Context: an optimization exercise on an open-source flow, tuned for small area, a short achievable clock period and few clock cycles per item. The choices shown serve that exercise and are no tape-out recipe. At most, simulation tests tie the RTL to the original design; equivalence was not proved. The RTL of run 5 was laid out without a check of its function.

===== design/flow/design.v =====
package skf_pkg;
  localparam int unsigned DataW   = 32;
  localparam int unsigned CfgIdxW = 1;
  localparam logic [DataW-1:0] ProcessNoiseRst     = 32'd655;
  localparam logic [DataW-1:0] MeasurementNoiseRst = 32'd6554;
endpackage
module scalar_kalman_filter #(
  parameter int unsigned FRAC_BITS = 16
) (
  input  logic        clk_i,
  input  logic        rst_ni,
  input  logic        cfg_valid_i,
  output logic        cfg_ready_o,
  input  logic [0:0]  cfg_index_i,
  input  logic [31:0] cfg_data_i,
  input  logic        s_axis_tvalid,
  output logic        s_axis_tready,
  input  logic [31:0] s_axis_tdata,
  input  logic        s_axis_tuser,
  output logic        m_axis_tvalid,
  input  logic        m_axis_tready,
  output logic [31:0] m_axis_tdata
);
  localparam logic [32:0] RsRst = {1'b0, skf_pkg::MeasurementNoiseRst} + 33'h0_FFFF_FFFF;
  logic        prep_q, div_q, last_q, s2_q, hor;
  logic        prep_d, div_d, last_d;
  logic [2:0]  cnt_q;
  logic        tready_q, out_valid_q, primed_q, pone_q, pass_q, rz_q, force_q;
  logic [31:0] q_q;
  logic [32:0] rs_q;
  logic [32:0] zd_q;
  logic [31:0] pp_q;
  logic [32:0] den_q;
  logic [33:0] rem_q;
  logic        bh_q;
  logic [47:0] accp_q, accx_q;
  logic        stall, take, bhi, blo, s1, s2, sat;
  logic [31:0] p_cur, x_cur, pp_now;
  logic [33:0] ca, cb, cc, cand_sub, cand_add, rem1;
  logic        cci1, cci2;
  logic [47:0] xa, xb, xc, xs, pa, pb, pc, ps;
  logic        xcin, pcin1, pcin2;
  assign cfg_ready_o   = 1'b1;
  assign s_axis_tready = tready_q;
  assign m_axis_tvalid = out_valid_q;
  assign m_axis_tdata  = accx_q[47:16];
  assign stall = out_valid_q && !m_axis_tready;
  assign take  = tready_q && s_axis_tvalid;
  assign p_cur = pone_q ? 32'h0001_0000 : accp_q[47:16];
  assign x_cur = accx_q[47:16];
  assign hor   = (div_q && (cnt_q != 3'd0)) || last_q;
  assign s1 = !rem_q[33];
  skf_csadd #(.W(34)) u_step1 (
    .a_i({rem_q[32:0], 1'b0}), .b_i({1'b0, den_q} ^ {34{s1}}), .c_i(34'd0),
    .ci1_i(1'b0), .ci2_i(s1), .s_o(rem1)
  );
  assign s2 = !rem1[33];
  always_comb begin
    if (prep_q) begin
      ca   = {2'b11, p_cur};
      cb   = {2'b00, q_q};
      cc   = {1'b0, rs_q};
      cci1 = 1'b0;
      cci2 = 1'b1;
    end else begin
      ca   = {rem_q[31:0], 2'b00};
      cb   = {den_q, 1'b0} ^ {34{s1}};
      cc   = ~{1'b0, den_q};
      cci1 = s1;
      cci2 = 1'b1;
    end
  end
  skf_csadd #(.W(34)) u_sub (
    .a_i(ca), .b_i(cb), .c_i(cc), .ci1_i(cci1), .ci2_i(cci2), .s_o(cand_sub)
  );
  skf_csadd #(.W(34)) u_add (
    .a_i({rem_q[31:0], 2'b00}), .b_i({den_q, 1'b0} ^ {34{s1}}), .c_i({1'b0, den_q}),
    .ci1_i(s1), .ci2_i(1'b0), .s_o(cand_add)
  );
  assign bhi = bh_q && !force_q;
  assign blo = !rem_q[33] && !force_q;
  always_comb begin
    xcin = 1'b0;
    xc   = 48'd0;
    if (prep_q) begin
      xa   = {{15{zd_q[32]}}, zd_q};
      xb   = ~{{16{x_cur[31]}}, x_cur};
      xcin = 1'b1;
    end else begin
      xa = s2_q ? {{14{x_cur[31]}}, x_cur, 2'b00} : {accx_q[45:0], 2'b00};
      xb = (s2_q && force_q) ? {{13{zd_q[32]}}, zd_q, 2'b00}
         : (bhi ? {{14{zd_q[32]}}, zd_q, 1'b0} : 48'd0);
      xc = blo ? {{15{zd_q[32]}}, zd_q} : 48'd0;
    end
  end
  skf_csadd #(.W(48)) u_xadd (
    .a_i(xa), .b_i(xb), .c_i(xc), .ci1_i(1'b0), .ci2_i(xcin), .s_o(xs)
  );
  always_comb begin
    pc    = 48'd0;
    pcin1 = 1'b0;
    pcin2 = 1'b0;
    if (prep_q) begin
      pa = {16'd0, p_cur};
      pb = {16'd0, q_q};
    end else begin
      pa    = s2_q ? (rz_q ? 48'd0 : {14'd0, pp_q, 2'b00}) : {accp_q[45:0], 2'b00};
      pb    = bhi ? ~{15'd0, pp_q, 1'b0} : 48'd0;
      pc    = blo ? ~{16'd0, pp_q} : 48'd0;
      pcin1 = bhi;
      pcin2 = blo;
    end
  end
  skf_csadd #(.W(48)) u_padd (
    .a_i(pa), .b_i(pb), .c_i(pc), .ci1_i(pcin1), .ci2_i(pcin2), .s_o(ps)
  );
  assign sat    = ps[32];
  assign pp_now = sat ? 32'hFFFF_FFFF : ps[31:0];
  assign prep_d = (take && !s_axis_tuser) || (prep_q && stall);
  assign div_d  = (prep_q && !stall) || (div_q && (cnt_q != 3'd7));
  assign last_d = div_q && (cnt_q == 3'd7);
  always_ff @(posedge clk_i or negedge rst_ni) begin
    if (!rst_ni) begin
      prep_q      <= 1'b0;
      div_q       <= 1'b0;
      last_q      <= 1'b0;
      s2_q        <= 1'b0;
      cnt_q       <= 3'd0;
      tready_q    <= 1'b1;
      out_valid_q <= 1'b0;
      primed_q    <= 1'b0;
      pone_q      <= 1'b1;
      pass_q      <= 1'b0;
      rz_q        <= 1'b0;
      force_q     <= 1'b0;
      q_q         <= skf_pkg::ProcessNoiseRst;
      rs_q        <= RsRst;
    end else begin
      prep_q   <= prep_d;
      div_q    <= div_d;
      last_q   <= last_d;
      s2_q     <= div_q && (cnt_q == 3'd0);
      tready_q <= !prep_d && !div_d;
      cnt_q    <= div_q ? cnt_q + 3'd1 : 3'd0;
      if (cfg_valid_i) begin
        if (cfg_index_i[0]) begin
          rs_q <= {1'b0, cfg_data_i} + 33'h0_FFFF_FFFF;
          rz_q <= (cfg_data_i == 32'd0);
        end else begin
          q_q <= cfg_data_i;
        end
      end
      if (last_q)              out_valid_q <= 1'b1;
      else if (m_axis_tready)  out_valid_q <= 1'b0;
      if (take) begin
        if (s_axis_tuser) begin
          primed_q <= 1'b0;
          pone_q   <= 1'b1;
        end else begin
          primed_q <= 1'b1;
          pass_q   <= !primed_q;
          force_q  <= !primed_q || rz_q;
        end
      end
      if (prep_q && !stall && !pass_q) pone_q <= 1'b0;
    end
  end
  always_ff @(posedge clk_i) begin
    bh_q <= s2;
    if (prep_q) begin
      rem_q <= {2'b00, pp_now};
      den_q <= sat ? rs_q : cand_sub[32:0];
      pp_q  <= pp_now;
    end else begin
      rem_q <= s2 ? cand_sub : cand_add;
    end
    if (tready_q) zd_q <= {s_axis_tdata[31], s_axis_tdata};
    else if (prep_q && !stall) zd_q <= xs[32:0];
    if (hor) begin
      accx_q <= xs;
      if (!pass_q) accp_q <= ps;
    end
  end
endmodule
module skf_csadd #(
  parameter int unsigned W = 32
) (
  input  logic [W-1:0] a_i,
  input  logic [W-1:0] b_i,
  input  logic [W-1:0] c_i,
  input  logic         ci1_i,
  input  logic         ci2_i,
  output logic [W-1:0] s_o
);
  logic [W-1:0] x, y;
  logic [W:0]   g, p;
  assign x = a_i ^ b_i ^ c_i;
  assign y = {(a_i[W-2:0] & b_i[W-2:0]) | (a_i[W-2:0] & c_i[W-2:0]) |
              (b_i[W-2:0] & c_i[W-2:0]), ci1_i};
  always_comb begin
    g = {x & y, ci2_i};
    p = {x ^ y, 1'b0};
    for (int d = 1; d <= W; d = d * 2) begin
      for (int i = 2 * d - 1; i <= W; i = i + 2 * d) begin
        g[i] = g[i] | (p[i] & g[i - d]);
        p[i] = p[i] & p[i - d];
      end
    end
    for (int d = 64; d >= 1; d = d / 2) begin
      for (int i = 3 * d - 1; i <= W; i = i + 2 * d) begin
        g[i] = g[i] | (p[i] & g[i - d]);
        p[i] = p[i] & p[i - d];
      end
    end
  end
  assign s_o = x ^ y ^ g[W-1:0];
endmodule

===== design/flow/run.sh =====
#!/bin/bash
# synth_recipe.tcl (not shown) runs the flow's synth.tcl, then flattens the netlist and writes it again
# the make line also repeats each setting of config.mk as NAME=value (left out here)
make -C /OpenROAD-flow-scripts/flow DESIGN_CONFIG=/design/flow/config.mk WORK_HOME=/design/flow/orfs CLKGATE_MAP_FILE= SYNTH_SCRIPT=/design/flow/synth_recipe.tcl finish

===== design/flow/config.mk =====
export PLATFORM = sky130hd
export DESIGN_NAME = scalar_kalman_filter
export DESIGN_NICKNAME = scalar_kalman_filter
export VERILOG_FILES = /design/flow/design.v
export SDC_FILE = /design/flow/constraint.sdc
export NUM_CORES = 4
export LEC_CHECK = 0
export CAP_MARGIN = 20
export CORE_MARGIN = 2
export CORE_UTILIZATION = 40
export SETUP_SLACK_MARGIN = 5
export SLEW_MARGIN = 20

===== design/flow/constraint.sdc =====
create_clock -name core_clock -period 11.0 [get_ports {clk_i}]
set_input_delay 2.2000 -clock core_clock [delete_from_list [all_inputs] [get_ports {clk_i}]]
set_output_delay 2.2000 -clock core_clock [all_outputs]
set_load 0.01 [all_outputs]

==> impl_metrics.toml, run 1 <==
[synthesis]
syn_avg_cell_area_um2 = 9.79
yosys.cell_types.count = 69
yosysTopAreaCell = "edfxtp_1"
synth_top_flop_cell = "edfxtp_1"
synth_area_leaders = "edfxtp_1, fa_1, ha_1, dfrtp_1, inv_1"
seq_area_frac_synth = 0.307
synth_warnings = 3
syn_area_um2 = 27800
synth-seq-cells = 308
synth-edff-count = 194
synthCells = 2839
synth_top_area_frac = 0.210
syn-num-nets = 3374
async_flop_share = 0.256

[job]
drv_cap = 0

[routing]
drtIter0Drc = 1498
wirelength_um = 78400
drc_errors = 0
via_count = 20700
wl_per_cell_um = 20.4
drtAntennaViolNets = 0
first_pass_iters = 6
avgViaCountPerCell = 5.41

[floorplanning]
row_count = 96
core-area_um2 = 68700
die_width_um = 268
die_area_um2 = 71600
start_util = 0.404
die-height_um = 268
boundaryPins = 106

[critical_path]
cp_cell_sequence = "or3_1, buf_4, inv_2, buf_12, nand2_1, fa_1, inv_1, ha_1, a211oi_2, nor4_1, or3_1, or2_2, a31o_2, a21o_1, a21oi_2, o21ai_1, a31oi_1, fa_1, xnor2_1, mux2_2"
rrSetupSlack_ns = 5.32
path_max_fanout = 47
cp-end-kind = "flip-flop"
crit_slowest_cell = "fa_1"
arrival_ns = 6.00
required_ns = 11.32
crit_type = "flip-flop to flip-flop"
crit_path_start_kind = "flip-flop"
max_stage_delay_ns = 0.60

[timing]
final.setup_skew_ns = 0.0212
fin_crit_sh = 0.516
rsz0062_at_grt = "false"
final.setup.tns_ns = 0
slew_headroom = 0.279
post-route-min-period_ns = 5.68
worstMarginPinSlew_ns = 1.08
max_freq_mhz = 176
fin_hold_ws_ns = 0.472
slew_violations = 0
finalHoldViolCount = 0
finalSetupViolations = 0

[clock_tree]
htree_levels = 2
clkLatencyLatePin_ns = 0.58
cts_tree = "yes"
cts_num_sinks = 308
cts_buffers = 40
clockBufferDepth = 3
path_clk_slew_ns = 0.06
clockRootBuffer = "clkbuf_16"

[place]
portBuffers = 104
place_area_um2 = 29500
gp_congestion = 0.895
post-dp-hpwl_um = 57700

[global_route]
grt_pass1_wl_um = 123000
grt_max_degree = 87
grt_overflow_total = 0
antenna_found_initial = 1
grt_pass1_vias = 21700
grt_usage = 0.222

[final_layout]
syn_to_final_growth_pct = 12.0
final_layout_size_suffix_gt1_frac = 0.0876
fin_area_um2 = 31100
layout.nets = 3405
n_antenna_cell = 0

[status]
outcome = "no timing/DRC/antenna violations"

[min_path]
hp-class = "flip-flop to flip-flop"
==> final timing paths <==
check,start,endpoint,cells after the start
worst min-delay path,primed_q$_DFFE_PN0P_,pass_q$_DFFE_PN0P_,1
worst min register to register,primed_q$_DFFE_PN0P_,pass_q$_DFFE_PN0P_,1
min in group asynchronous,rst_ni,cnt_q[1]$_DFF_PN0_,1
worst max-delay path,prep_q$_DFF_PN0_,zd_q[22]$_DFFE_PP_,20
max in group asynchronous,rst_ni,q_q[24]$_DFFE_PN0P_,2
worst max register to register,prep_q$_DFF_PN0_,zd_q[22]$_DFFE_PP_,20
==> layer usage <==
metal	routed length, um	share of wire	track usage	vias up
met1	33400	0.43	0.288	10400
li1	-	-	-	9688
met3	3880	0.049	0.0266	113
met4	2840	0.036	0.0830	0
met5	0	0	0	-
met2	38200	0.49	0.380	548
==> per-stage QoR <==
stage                     worst slack, ns   util  cells
after floorplan                      5.24      -   2839
after global placement               3.97  0.430   3752
after detailed placement             3.74  0.430   3752
after CTS                            5.01  0.451   3827
after global routing                 4.98  0.453   3832
final                                5.32  0.453   3832
==> critical path: cells and delay by family, from the launching register on <==
family | cells | cell delay (ns)
AO/OA/AOI/OAI | 6 | 1.35
AND/OR/NAND/NOR | 5 | 1.22
adder cells (fa/ha/maj) | 3 | 1.14
buffers and inverters | 4 | 0.75
flip-flops | 1 | 0.56
multiplexers | 1 | 0.26
XOR/XNOR | 1 | 0.09
==> repair_timing <==
item	in CTS	in global routing
resized for setup	23	14
setup endpoints to repair	140	107
cloned	0	2
hold buffers	0	0
setup buffers	2	3
==> cell usage after synthesis, types with 5 or more instances <==
master	instances
o21ai_0	148
o31ai_1	5
a31oi_1	16
or2_2	38
clkbuf_1	97
o21a_1	25
buf_4	35
nand2_1	242
buf_1	12
dfstp_2	16
o21bai_1	8
o211ai_1	5
and2_1	39
dfrtp_1	63
nor2_1	170
xor2_1	67
dfxtp_1	35
and4_1	7
o21ai_1	6
fa_1	236
ha_1	228
mux2_2	62
a221oi_1	35
nor4_1	7
xnor2_1	85
a21o_1	106
a22oi_1	26
nor2b_1	9
edfxtp_1	194
or3_1	7
nand4_1	20
o22ai_1	5
a31o_2	5
nand2b_1	30
nand3_1	6
nor3_1	16
mux2i_1	48
a21oi_1	179
a222oi_1	29
inv_1	411
a211oi_1	14
==> kinds of logic (layout without fill, tap and decap cells) <==
logic type                 Yosys count  in the layout  share of synthesized area
other                                1              1                   0.000135
muxes                              110            110                     0.0424
AOI/OAI and AO/OA                  630            630                      0.145
and+or+nand+nor                    614            614                      0.105
xor gates and xnor gates           152            152                     0.0479
DFF                                308            308                      0.307
buffers and inverters              560            622                     0.0805
adders and majority gates          464            464                      0.273
==> area by class of cell <==
class	count	area, um^2
inverters	413	1550
clock inverters	15	164
repair buffers	136	1450
well taps	931	1160
clock buffers	58	1170
fillers	6561	37600
multi-input cells	1971	17100
flip-flops and latches	308	8530
==> layout by cell type, fill, tap and decap left out, types with 26 or more instances in the layout <==
| cell type | n |
|---|---|
| xnor2_1 | 84 |
| a221oi_1 | 35 |
| ha_1 | 228 |
| nand2_1 | 241 |
| edfxtp_1 | 194 |
| or2_2 | 38 |
| clkdlybuf4s50_1 | 103 |
| mux2i_1 | 48 |
| a21oi_1 | 178 |
| mux2_2 | 62 |
| o21ai_0 | 145 |
| nand2b_1 | 28 |
| and2_1 | 39 |
| clkbuf_16 | 44 |
| a21o_1 | 105 |
| dfrtp_1 | 61 |
| a222oi_1 | 29 |
| nor2_1 | 166 |
| inv_1 | 410 |
| fa_1 | 236 |
| xor2_1 | 67 |
| a22oi_1 | 26 |
| dfxtp_1 | 34 |
==> flip-flops by register name, summed over array words and instances (netlist names), 3 cells and up <==
name / cells
den_q: 33
zd_q: 33
q_q: 32
cnt_q: 3
rem_q: 34
accx_q: 48
accp_q: 48
rs_q: 33
pp_q: 32
Testbench counts, summed over its fixed seeds: cycles 16,016, items 1,600.
==> inputs of run 2 (changes only) <==
==> design/flow/flow/run.sh (new file) <==
#!/bin/bash
set -euo pipefail
bash standard.sh SETUP_SLACK_MARGIN=7.5 finish > standard.log 2>&1
==> design/flow/standard.sh (new file) <==
#!/bin/bash
# synth_recipe.tcl (not shown) runs the flow's synth.tcl, then flattens the netlist and writes it again
# the make line also repeats each setting of config.mk as NAME=value (left out here)
make -C /OpenROAD-flow-scripts/flow DESIGN_CONFIG=/design/flow/config.mk WORK_HOME=/design/flow/orfs CLKGATE_MAP_FILE= SYNTH_SCRIPT=/design/flow/synth_recipe.tcl "${@:-finish}"
removed: design/flow/run.sh
==> run 2 against run 1 <==
Against the previous run:
- synthesized area unchanged
- utilization grew 8.8 points
- wire length rose by 23%
- highest routed layer is now met5
==> impl_metrics.toml, run 2 <==
[clock_tree]
cts_buffers = 39
hold_buffers = 0
cts_tree = "yes"
clkLatencyLatePin_ns = 0.59
clockRootBuffer = "clkbuf_16"
htree_levels = 2
path_clk_slew_ns = 0.06
clockBufferDepth = 3
cts_num_sinks = 308

[synthesis]
syn_area_um2 = 27800
synth-seq-cells = 308
async_flop_share = 0.256
seq_area_frac_synth = 0.307
synthCells = 2839
synth_top_area_frac = 0.210
synth_warnings = 3
yosysMostFrequentCell = "inv_1"
syn-num-nets = 3374
synth-edff-count = 194
synth_area_leaders = "edfxtp_1, fa_1, ha_1, dfrtp_1, inv_1"
synth_top_flop_cell = "edfxtp_1"
yosys.cell_types.count = 69
yosysTopAreaCell = "edfxtp_1"
syn_avg_cell_area_um2 = 9.79
ys_top_cells_by_count = "inv_1, nand2_1, fa_1, ha_1, edfxtp_1"

[final_layout]
final_layout_size_suffix_gt1_frac = 0.311
mostFrequentLayoutCell = "inv_1"
syn_to_final_growth_pct = 33.7
fin_cells = 4092
layout_common_cells = "inv_1, ha_1, edfxtp_1"
fin_area_um2 = 37200
layout.nets = 3665
top_regs = "accp_q x48, accx_q x48, rem_q x34"
final_util = 0.541

[job]
drv_cap = 0

[timing]
finalHoldViolCount = 0
post-route-min-period_ns = 4.93
max_freq_mhz = 203
final.setup_skew_ns = 0.0261
slew_headroom = 0.467
final.setup.tns_ns = 0
worstMarginPinSlew_ns = 0.799
finalSetupViolations = 0
fin_crit_sh = 0.448
fin_hold_ws_ns = 0.483
rsz0062_at_grt = "true"
slew_violations = 0

[global_route]
grt_pass1_wl_um = 146000
grt_overflow_total = 0
grt_max_degree = 61
grt_pass1_vias = 24400
grt_usage = 0.269
antenna_found_initial = 2

[routing]
wl_per_cell_um = 23.6
wirelength_um = 96600
drc_errors = 0
drtIter0Drc = 2057
drtAntennaViolNets = 0
first_pass_iters = 8
avgViaCountPerCell = 5.64
via_count = 23100

[floorplanning]
boundaryPins = 106
start_util = 0.404
core-area_um2 = 68700
die_area_um2 = 71600
die-height_um = 268
row_count = 96
die_width_um = 268

[place]
portBuffers = 104
dp_cells = 3748
gp_congestion = 0.882
place_area_um2 = 30100
post-dp-hpwl_um = 58800

[critical_path]
crit_type = "flip-flop to flip-flop"
cp-end-kind = "flip-flop"
arrival_ns = 5.28
crit_path_start_kind = "flip-flop"
path_max_fanout = 8
required_ns = 11.34

[status]
outcome = "no timing/DRC/antenna violations"

[min_path]
hp-class = "flip-flop to flip-flop"
==> run 2: changes by cell type in the layout (fill, tap and decap cells not counted), sizes merged, moves of 6 or more <==
cell           change
clkinvlp           +6
clkbuf             -8
clkdlybuf4s50     -51
buf              +282
bufbuf            +13
clkinv             +8
==> run 2: worst max-delay path: stages (launching register included) <==
cell      delay [ns]
dfrtp_4         0.51
buf_12          0.16
inv_12          0.06
buf_16          0.11
nor2_4          0.05
buf_6           0.14
buf_16          0.14
clkbuf_4        0.18
a222oi_1        0.31
fa_1            0.49
inv_2           0.09
ha_4            0.23
a21oi_4         0.21
o21ai_2         0.14
a221oi_4        0.31
o21ai_4         0.12
nand2_2         0.09
o21ai_2         0.06
fa_2            0.39
xnor2_4         0.15
buf_12          0.16
buf_16          0.17
buf_12          0.14
buf_16          0.15
nand2_4         0.06
nand2_1         0.04
==> run 2: final timing paths <==
check,startpoint,cells past startpoint,slack [ns],to
min in group asynchronous,rst_ni,1,1.63,out_valid_q$_DFFE_PN0P_
max in group asynchronous,rst_ni,2,8.33,prep_q$_DFF_PN0_
worst min-delay path,cnt_q[0]$_DFF_PN0_,1,0.48,cnt_q[0]$_DFF_PN0_
worst max-delay path,prep_q$_DFF_PN0_,25,6.07,den_q[25]$_DFFE_PP_
worst max register to register,prep_q$_DFF_PN0_,25,6.07,den_q[25]$_DFFE_PP_
worst min register to register,cnt_q[0]$_DFF_PN0_,1,0.48,cnt_q[0]$_DFF_PN0_
==> run 2: routing by layer <==
layer	track usage	up-vias	routed length, um
met5	0	-	11
met4	0.136	2	6170
met3	0.0427	296	6860
met2	0.456	1020	46500
met1	0.333	11600	37000
li1	-	10200	-
==> run 2: cell type report <==
cell class	instances	area [um^2]
fill	5867	31500
timing repair inverter	10	236
sequential	308	8530
antenna	2	5.00
clock inverter	21	195
timing repair buffer	386	4700
tap	931	1160
inverter	413	1620
clock buffer	49	1030
multi-input combinational	1972	19700
==> run 2: metrics by stage <==
stage | setup WS (ns)
2_1_floorplan | 6.18
3_3_place_gp | 3.75
3_5_place_dp | 3.61
4_1_cts | 6.12
5_1_grt | 5.95
6_report | 6.07
==> run 2: cell families after synthesis <==
family                   Yosys count  share of synthesized area
XOR/XNOR                         152                     0.0479
AND/OR/NAND/NOR                  614                      0.105
buffers and inverters            560                     0.0805
other                              1                   0.000135
multiplexers                     110                     0.0424
flip-flops                       308                      0.307
adder cells (fa/ha/maj)          464                      0.273
AO/OA/AOI/OAI                    630                      0.145
==> run 2: what timing repair did <==
action                     4_1_cts  5_1_grt
resized for setup              717      199
buffers inserted               194       40
pin swaps                      229      135
setup endpoints to repair      321      255
gates cloned                    35        3
==> inputs of run 3 (changes only) <==
==> design/flow/run.sh (new file) <==
#!/bin/bash
# synth_recipe.tcl (not shown) runs the flow's synth.tcl, then flattens the netlist and writes it again
# the make line also repeats each setting of config.mk as NAME=value (left out here)
make -C /OpenROAD-flow-scripts/flow DESIGN_CONFIG=/design/flow/config.mk WORK_HOME=/design/flow/orfs CLKGATE_MAP_FILE= SYNTH_SCRIPT=/design/flow/synth_recipe.tcl finish
--- a/design/flow/config.mk
+++ b/design/flow/config.mk
@@ -7,6 +7,6 @@
 export LEC_CHECK = 0
 export CAP_MARGIN = 20
 export CORE_MARGIN = 2
-export CORE_UTILIZATION = 40
+export CORE_UTILIZATION = 65
 export SETUP_SLACK_MARGIN = 5
 export SLEW_MARGIN = 20
removed: design/flow/flow/run.sh
removed: design/flow/standard.sh
==> run 3 against run 2 <==
Against the previous run:
- first-iteration DRC count decreased by 5.0%
- clock skew is essentially flat
- die area is 38% lower
- cell count fell by 16%
- via count is 7.9% lower
- non-clock buffer count down 255
- critical path depth fell by 5
- synthesized cell count did not move
- critical endpoint is now rem_q[30]$_DFF_P_
==> impl_metrics.toml, run 3 <==
[status]
outcome = "no timing/DRC/antenna violations"

[routing]
via_count = 21300
wl_per_cell_um = 21.8
wirelength_um = 74800
drc_errors = 0
drtIter0Drc = 1954
first_pass_iters = 10
avgViaCountPerCell = 6.19
drtAntennaViolNets = 0

[synthesis]
yosys.cell_types.count = 69
synth-simple-area-share = 0.105
synthCells = 2839
yosysTopAreaCell = "edfxtp_1"
synth_warnings = 3
syn_avg_cell_area_um2 = 9.79
yosysMostFrequentCell = "inv_1"
syn-num-nets = 3374
synth-seq-cells = 308
synth_area_leaders = "edfxtp_1, fa_1, ha_1, dfrtp_1, inv_1"
synth_top_area_frac = 0.210
synth-edff-count = 194
synth_xor_area_frac = 0.0479
synthAdderAreaFrac = 0.273
async_flop_share = 0.256
synth_top_flop_cell = "edfxtp_1"
syn_area_um2 = 27800
seq_area_frac_synth = 0.307
synth_top_family_by_area = "adder cells"
synth_mux_area_frac = 0.0424
ys_top_cells_by_count = "inv_1, nand2_1, fa_1, ha_1, edfxtp_1"
synth-compound-area-share = 0.145

[final_layout]
final_layout_size_suffix_gt1_frac = 0.0853
syn_to_final_growth_pct = 9.88
mostFrequentLayoutCell = "inv_1"
n_antenna_cell = 0
fin_cells = 3435
layout_common_cells = "inv_1, nand2_1, fa_1"
fin_area_um2 = 30500
top_regs = "accp_q x48, accx_q x48, rem_q x34"
layout.nets = 3400

[clock_tree]
clockRootBuffer = "clkbuf_16"
cts_num_sinks = 308
path_clk_slew_ns = 0.06
clkLatencyLatePin_ns = 0.58
cts_buffers = 39
clockBufferDepth = 3
htree_levels = 2
hold_buffers = 0
cts_tree = "yes"

[critical_path]
r2r_cells = 20
required_ns = 11.51
crit_type = "flip-flop to flip-flop"
path_max_fanout = 35
arrival_ns = 6.27
crit_slowest_cell = "fa_1"
max_stage_delay_ns = 0.56
crit_path_start_kind = "flip-flop"
cp-end-kind = "flip-flop"
cp_cell_sequence = "buf_12, inv_1, ha_1, inv_1, mux2_2, fa_1, ha_1, nor2b_1, o2111ai_1, a31oi_1, a211oi_1, buf_4, o31a_1, o21ai_0, a21o_1, a21o_1, fa_1, xnor2_1, mux2_2, a21oi_1"

[global_route]
grt_usage = 0.348
antenna_found_initial = 0
grt_max_degree = 172
grt_pass1_wl_um = 120000
grt_pass1_vias = 21800
grt_overflow_total = 0

[timing]
worstMarginPinSlew_ns = 1.06
final.setup.tns_ns = 0
final.setup_skew_ns = 0.0264
slew_headroom = 0.293
post-route-min-period_ns = 5.76
finalHoldViolCount = 0
slew_violations = 0
finalSetupViolations = 0
max_freq_mhz = 174
fin_crit_sh = 0.523
rsz0062_at_grt = "false"

[job]
drv_cap = 0

[floorplanning]
row_count = 75
start_util = 0.661
die-height_um = 211
die_width_um = 211
die_area_um2 = 44400
boundaryPins = 106
core-area_um2 = 42000

[place]
portBuffers = 104
dp_cells = 3357
post-dp-hpwl_um = 55500
place_area_um2 = 29100
gp_congestion = 0.936

[min_path]
hp-class = "flip-flop to flip-flop"
whs_path_depth = 1
-- run 3: cell counts after synthesis --
Identical to the previous run, type by type.
-- run 3: metal layers --
layer,wire length [um],vias to the layer above,GRT usage
li1,-,9690,-
met1,30500,10600,0.455
met2,35800,845,0.582
met3,5050,176,0.0546
met4,3410,0,0.144
met5,0,-,0
-- run 3: timing repair --
| item | in CTS | in global routing |
|---|---|---|
| buffers inserted | 3 | 2 |
| pin swaps | 1 | 1 |
| resized for setup | 13 | 17 |
| gates cloned | 1 | 0 |
| endpoints found under the setup margin | 132 | 111 |
-- run 3: area by class of cell --
cell class | count | area (um^2)
clock inverter | 11 | 126
multi-input combinational | 1972 | 17100
tap | 539 | 674
fill | 3132 | 11500
timing repair buffer | 131 | 1350
sequential | 308 | 8530
inverter | 413 | 1560
clock buffer | 61 | 1170
-- run 3: cell families after synthesis --
group / after synthesis
AO/OA/AOI/OAI: 630
other: 1
flip-flops: 308
multiplexers: 110
buffers and inverters: 560
adder cells (fa/ha/maj): 464
XOR/XNOR: 152
AND/OR/NAND/NOR: 614
-- run 3: final timing paths --
check | startpoint | slack (ns) | to
max | rem_q[33]$_SDFF_PP0_ | 5.24 | rem_q[30]$_DFF_P_
min | cnt_q[0]$_DFF_PN0_ | 0.47 | cnt_q[0]$_DFF_PN0_
max reg2reg | rem_q[33]$_SDFF_PP0_ | 5.24 | rem_q[30]$_DFF_P_
min reg2reg | cnt_q[0]$_DFF_PN0_ | 0.47 | cnt_q[0]$_DFF_PN0_
max in group asynchronous | rst_ni | 8.34 | rs_q[23]$_DFFE_PN0P_
min in group asynchronous | rst_ni | 1.56 | out_valid_q$_DFFE_PN0P_
-- run 3: metrics by stage --
| stage | hold WS, ns | worst slack (ns) | utilization |
|---|---|---|---|
| 2_1_floorplan | 0.430 | 5.24 | - |
| 6_report | 0.474 | 5.24 | 0.726 |
| 3_5_place_dp | 0.469 | 3.55 | 0.691 |
| 4_1_cts | 0.483 | 5.01 | 0.724 |
| 3_3_place_gp | 0.449 | 3.79 | 0.691 |
| 5_1_grt | 0.491 | 4.99 | 0.726 |
-- run 3: worst max-delay path: cells and delay by family, from the launching register on --
kind | cells | cell delay [ns]
compound gates | 8 | 2.08
fa+ha+maj | 4 | 1.60
buf+inv | 4 | 0.77
mux | 2 | 0.56
flops | 1 | 0.35
xor+xnor | 1 | 0.16
simple gates | 1 | 0.14
==> inputs of run 4 (changes only) <==
--- a/design/flow/config.mk
+++ b/design/flow/config.mk
@@ -5,8 +5,9 @@
 export SDC_FILE = /design/flow/constraint.sdc
 export NUM_CORES = 4
 export LEC_CHECK = 0
+export ABC_AREA = 1
 export CAP_MARGIN = 20
 export CORE_MARGIN = 2
-export CORE_UTILIZATION = 65
+export CORE_UTILIZATION = 40
 export SETUP_SLACK_MARGIN = 5
 export SLEW_MARGIN = 20
==> run 4 against run 3 <==
Against the previous run:
- highest routed layer unchanged
- still clean
- wire length is 11% higher
- sequential share of layout area decreased by 1.3 points
- synthesized cell count grew 23%
==> impl_metrics.toml, run 4 <==
[routing]
drtIter0Drc = 1673
drc_errors = 0
drtAntennaViolNets = 0
avgViaCountPerCell = 5.13
first_pass_iters = 6
wirelength_um = 82800
wl_per_cell_um = 18.5
via_count = 23000

[synthesis]
synthCells = 3478
synth-edff-count = 194
synth_warnings = 3
seq_area_frac_synth = 0.296
synth_top_flop_cell = "edfxtp_1"
synth_area_leaders = "edfxtp_1, fa_1, ha_1, nand2_1, inv_1"
synth_top_area_frac = 0.202
synth-seq-cells = 308
async_flop_share = 0.256
syn-num-nets = 4013
syn_avg_cell_area_um2 = 8.29
yosysTopAreaCell = "edfxtp_1"
yosys.cell_types.count = 64
ys_top_cells_by_count = "nand2_1, inv_1, fa_1, ha_1, o21ai_0"
syn_area_um2 = 28800
yosysMostFrequentCell = "nand2_1"

[job]
drv_cap = 0

[final_layout]
mostFrequentLayoutCell = "nand2_1"
seq_area_um2 = 8530
syn_to_final_growth_pct = 11.2
final_layout_size_suffix_gt1_frac = 0.0569
top_regs = "accp_q x48, accx_q x48, rem_q x34"
multi_input_area_um2 = 16900
final_util = 0.448
n_fill_cell = 7035
n_antenna_cell = 0
layout_common_cells = "nand2_1, inv_1, fa_1"
layout.nets = 4037

[timing]
setup_ws_ns = 5.33
fin_hold_ws_ns = 0.462
worstMarginPinSlew_ns = 1.18
final.setup_skew_ns = 0.0391
post-route-min-period_ns = 5.67
slew_headroom = 0.206
max_freq_mhz = 176
finalSetupViolations = 0
finalHoldViolCount = 0
fin_crit_sh = 0.516
slew_violations = 0
rsz0062_at_grt = "false"
final.setup.tns_ns = 0

[critical_path]
path_max_fanout = 72
crit_path_start_kind = "flip-flop"
crit_path_start = "prep_q$_DFF_PN0_"
crit_type = "flip-flop to flip-flop"
rr_startpoint = "prep_q$_DFF_PN0_"
cp-end-kind = "flip-flop"
required_ns = 11.30
cp_cell_sequence = "inv_16, buf_6, nor2_1, buf_4, a221oi_1, fa_1, inv_1, ha_1, a21o_1, nand2_1, nand2_1, a21oi_1, nand2_2, nand2_1, nand2_1, fa_1, or2_2, nand2_2, buf_8, o21ai_0"
arrival_ns = 5.97
cpMostUsedCell = "nand2_1"
crit_slowest_cell = "dfrtp_4"
max_stage_delay_ns = 0.64

[global_route]
grt_max_degree = 123
grt_pass1_vias = 22800
grt_usage = 0.226
grt_pass1_wl_um = 130000
antenna_found_initial = 2
grt_overflow_total = 0

[clock_tree]
clkLatencyLatePin_ns = 0.60
cts_num_sinks = 308
path_clk_slew_ns = 0.06
cts_tree = "yes"
cts_buffers = 39
clockBufferDepth = 3
htree_levels = 2
clockRootBuffer = "clkbuf_16"

[floorplanning]
core-area_um2 = 71500
row_count = 98
die-height_um = 273
start_util = 0.403
die_area_um2 = 74300
die_width_um = 273
boundaryPins = 106

[place]
post-dp-hpwl_um = 62700
portBuffers = 104
preCtsSetupSlack_ns = 4.29
gp_congestion = 0.916

[min_path]
hp-class = "flip-flop to flip-flop"
hp-start = "cnt_q[0]$_DFF_PN0_"

[status]
outcome = "no timing/DRC/antenna violations"
-- run 4: kinds of logic after synthesis --
kind of cell,synth area share
flops,0.296
fa+ha+maj,0.263
other cells,0.000130
compound gates,0.109
buf+inv,0.121
mux,0.00234
xor+xnor,0.0368
simple gates,0.173
-- run 4: critical path, delay by kind of cell (launching register included) --
kind                       cells  cell delay (ns)
and+or+nand+nor                8             1.07
DFF                            1             0.64
adders and majority gates      3             1.22
AOI/OAI and AO/OA              4             1.02
buffers and inverters          5             1.36
-- run 4: through the flow --
stage | cell area [um^2] | instances
global placement | 30600 | 4410
CTS | 32000 | 4481
global route | 32100 | 4482
floorplan | 28800 | 3478
finish | 32100 | 4482
detailed placement | 30600 | 4410
-- run 4: worst paths after layout --
kind	end	slack, ns	cells past startpoint
worst max-delay path	den_q[26]$_DFFE_PP_	5.33	20
worst min-delay path	cnt_q[0]$_DFF_PN0_	0.46	1
worst max register to register	den_q[26]$_DFFE_PP_	5.33	20
worst min register to register	cnt_q[0]$_DFF_PN0_	0.46	1
max in group asynchronous	q_q[26]$_DFFE_PN0P_	8.38	2
min in group asynchronous	q_q[4]$_DFFE_PN0P_	1.55	1
-- run 4: cell type report --
type	count	area share
inverters	732	0.0865
clock buffers	50	0.0333
multi-input cells	2293	0.526
clock inverters	21	0.0119
flip-flops and latches	308	0.266
well taps	950	0.0371
repair buffers	128	0.0392
-- run 4: layer usage --
metal  global-route usage  wire, um
met4               0.0791      2900
met1                0.312     37200
met5                    0         0
met3               0.0315      5170
met2                0.364     37500
-- run 4: repair_timing --
action                     in CTS  in global routing
setup buffers                   0                  1
setup endpoints to repair      99                 99
resized for setup               7                  8
hold buffers                    0                  0
==> inputs of run 5 (changes only) <==
--- a/design/flow/design.v
+++ b/design/flow/design.v
@@ -193,25 +193,8 @@
   output logic [W-1:0] s_o
 );
   logic [W-1:0] x, y;
-  logic [W:0]   g, p;
   assign x = a_i ^ b_i ^ c_i;
   assign y = {(a_i[W-2:0] & b_i[W-2:0]) | (a_i[W-2:0] & c_i[W-2:0]) |
               (b_i[W-2:0] & c_i[W-2:0]), ci1_i};
-  always_comb begin
-    g = {x & y, ci2_i};
-    p = {x ^ y, 1'b0};
-    for (int d = 1; d <= W; d = d * 2) begin
-      for (int i = 2 * d - 1; i <= W; i = i + 2 * d) begin
-        g[i] = g[i] | (p[i] & g[i - d]);
-        p[i] = p[i] & p[i - d];
-      end
-    end
-    for (int d = 64; d >= 1; d = d / 2) begin
-      for (int i = 3 * d - 1; i <= W; i = i + 2 * d) begin
-        g[i] = g[i] | (p[i] & g[i - d]);
-        p[i] = p[i] & p[i - d];
-      end
-    end
-  end
-  assign s_o = x ^ y ^ g[W-1:0];
+  assign s_o = x + y + {{(W-1){1'b0}}, ci2_i};
 endmodule
--- a/design/flow/config.mk
+++ b/design/flow/config.mk
@@ -5,7 +5,6 @@
 export SDC_FILE = /design/flow/constraint.sdc
 export NUM_CORES = 4
 export LEC_CHECK = 0
-export ABC_AREA = 1
 export CAP_MARGIN = 20
 export CORE_MARGIN = 2
 export CORE_UTILIZATION = 40
==> run 5 against run 4 <==
Against the previous run:
- maximum frequency shrank 0.70%
- critical path type unchanged
- sequential share of layout area shrank 0.21 points
- synthesized area grew 0.86%
- cell count shrank 5.7%
- cell area grew 0.80%
==> impl_metrics.toml, run 5 <==
[timing]
finalSetupViolations = 0
post-route-min-period_ns = 5.71
max_freq_mhz = 175
worstMarginPinSlew_ns = 1.01
slew_headroom = 0.326
final.setup.tns_ns = 0
finalHoldViolCount = 0
setup_ws_ns = 5.29
final.setup_skew_ns = 0.0433
slew_violations = 0
fin_crit_sh = 0.519
rsz0062_at_grt = "false"

[routing]
avgViaCountPerCell = 5.54
first_pass_iters = 6
drtIter0Drc = 1860
via_count = 23400
drc_errors = 0
drtAntennaViolNets = 0
wirelength_um = 89000
wl_per_cell_um = 21.1

[global_route]
grt_usage = 0.236
grt_max_degree = 85
grt_pass1_wl_um = 137000
grt_pass1_vias = 23600
grt_overflow_total = 0
antenna_found_initial = 1

[critical_path]
crit_path_start_kind = "flip-flop"
max_stage_delay_ns = 0.73
arrival_ns = 6.14
r2r-end = "rem_q[29]$_DFF_P_"
critPathTopFamily = "compound AO/OA/AOI/OAI gates"
rr_startpoint = "rem_q[33]$_SDFF_PP0_"
cp_cell_sequence = "buf_6, xor2_1, inv_1, ha_1, ha_1, a31oi_1, o21ai_0, nand2_1, a221oi_1, o41ai_2, a221o_1, xnor2_2, buf_4, inv_1, nand2_1, o221ai_1"
crit_slowest_cell = "a221oi_1"
cp-end-kind = "flip-flop"
required_ns = 11.42
crit_type = "flip-flop to flip-flop"
path_max_fanout = 40
rrSetupSlack_ns = 5.29
path_buf_inv = 4
r2r_cells = 16

[synthesis]
yosysMostFrequentCell = "inv_1"
synth_xor_area_frac = 0.0666
synth-simple-area-share = 0.129
yosys.cell_types.count = 89
synthCells = 3231
synth-compound-area-share = 0.183
syn_avg_cell_area_um2 = 9.00
ys_top_cells_by_count = "inv_1, nand2_1, a21oi_1, o21ai_0, ha_1"
synth_top_family_by_area = "adder cells"
synthAdderAreaFrac = 0.207
synth_top_flop_cell = "edfxtp_1"
synth_mux_area_frac = 0.0461
synth_top_area_frac = 0.200
synth-edff-count = 194
async_flop_share = 0.256
synth_warnings = 1
syn-num-nets = 3689
syn_area_um2 = 29100
seq_area_frac_synth = 0.293
yosysTopAreaCell = "edfxtp_1"
synth-seq-cells = 308
synth_area_leaders = "edfxtp_1, fa_1, ha_1, dfrtp_1, inv_1"

[floorplanning]
die_area_um2 = 74900
row_count = 98
core-area_um2 = 71700
die_width_um = 274
boundaryPins = 106
start_util = 0.405
die-height_um = 274

[place]
gp_congestion = 0.899
place_area_um2 = 30800
portBuffers = 104
post-dp-hpwl_um = 66300
preCtsSetupSlack_ns = 3.61

[final_layout]
n_antenna_cell = 0
layout_common_cells = "inv_1, nand2_1, a21oi_1"
mostFrequentLayoutCell = "inv_1"
n_fill_cell = 7090
syn_to_final_growth_pct = 11.1
final_layout_size_suffix_gt1_frac = 0.0824
layout.nets = 3705
fin_area_um2 = 32300
top_regs = "accp_q x48, accx_q x48, rem_q x34"

[min_path]
whs_path_depth = 1
hp-start = "cnt_q[0]$_DFF_PN0_"
hp-class = "flip-flop to flip-flop"
whs_endpoint = "cnt_q[0]$_DFF_PN0_"

[status]
outcome = "no timing/DRC/antenna violations"

[clock_tree]
clockRootBuffer = "clkbuf_16"
hold_buffers = 0
cts_buffers = 40
htree_levels = 2
clkLatencyLatePin_ns = 0.60
clockBufferDepth = 3
cts_tree = "yes"
cts_num_sinks = 308
path_clk_slew_ns = 0.06

[job]
drv_cap = 0
## run 5: cells by family after synthesis
family | count (synthesis)
AOI/OAI and AO/OA | 847
xor gates and xnor gates | 219
adders and majority gates | 387
buffers and inverters | 541
DFF | 308
muxes | 126
other | 1
and+or+nand+nor | 802
## run 5: worst max path at each step
stage | from | end | slack (ns) | cells past startpoint
floorplan | prep_q$_DFF_PN0_ | pp_q[12]$_DFFE_PP_ | 5.47 | 18
global placement | prep_q$_DFF_PN0_ | pp_q[31]$_DFFE_PP_ | 3.80 | 23
detailed placement | prep_q$_DFF_PN0_ | pp_q[29]$_DFFE_PP_ | 3.61 | 23
CTS | prep_q$_DFF_PN0_ | accx_q[47]$_DFFE_PN_ | 5.00 | 19
global route | s2_q$_DFF_PN0_ | accx_q[47]$_DFFE_PN_ | 4.99 | 16
finish | rem_q[33]$_SDFF_PP0_ | rem_q[29]$_DFF_P_ | 5.29 | 16
## run 5: layer usage
| layer | GRT usage | part of all wire | vias to the layer above |
|---|---|---|---|
| met5 | 0 | 0.00012 | - |
| met4 | 0.0636 | 0.028 | 2 |
| met3 | 0.0344 | 0.065 | 119 |
| met2 | 0.402 | 0.47 | 655 |
| met1 | 0.313 | 0.43 | 11400 |
| li1 | - | - | 11300 |
## run 5: stage by stage
step / cells / utilization / hold WS (ns)
detailed placement: 4145 / 0.429 / 0.462
CTS: 4220 / 0.449 / 0.473
global route: 4227 / 0.450 / 0.490
floorplan: 3231 / - / 0.430
global placement: 4145 / 0.429 / 0.452
finish: 4227 / 0.450 / 0.468
## run 5: cell type report
class	instances	area [um^2]	share of cell area
clock inverter	14	101	0.00314
timing repair buffer	140	1420	0.0439
multi-input combinational	2383	18500	0.572
clock buffer	58	1180	0.0366
inverter	374	1410	0.0436
tap	950	1190	0.0368
sequential	308	8530	0.264
## run 5: what timing repair did
action / in CTS / in global routing
resized for setup: 15 / 18
buffers inserted: 3 / 5
cloned: 0 / 2
endpoints found under the setup margin: 166 / 68
endpoints found under the hold margin: 0 / 0
pin swaps: 0 / 3

[what the ideal ports hide]
The results above use ideal ports. As a check the final layouts listed here were re-extracted and re-timed, cells and wires unchanged.
Step 1 sets driving cells, clkbuf_16 on the clock port and buf_2 on the other inputs (assumed; they add their load-dependent delay and slew).
Step 2 adds t to the input delays and takes it off the output delays; t is the mean of the earliest and latest rising clock arrival at the registers after step 1. Input paths then give back, and output paths get back, about the clock's delay inside the block.
Slacks: ideal ports / drivers / drivers and shift; pairs: ideal ports / drivers.
| run | shift t [ns] | setup slack, ns | slew at the worst register clock pin (ns) |
|---|---|---|---|
| run 1 | 0.629 | 5.321 / 5.321 / 5.321 | 0.06 / 0.06 |
| run 2 | 0.635 | 6.067 / 6.067 / 6.067 | 0.07 / 0.07 |
| run 3 | 0.628 | 5.244 / 5.244 / 5.244 | 0.06 / 0.06 |
| run 4 | 0.653 | 5.326 / 5.326 / 5.326 | 0.07 / 0.07 |
| run 5 | 0.641 | 5.286 / 5.286 / 5.092 | 0.07 / 0.07 |
After both steps setup and hold are still met in every run listed. For run 5, which loses most, drivers alone change the setup slack by 0.000 ns; drivers and shift together by -0.194 ns.
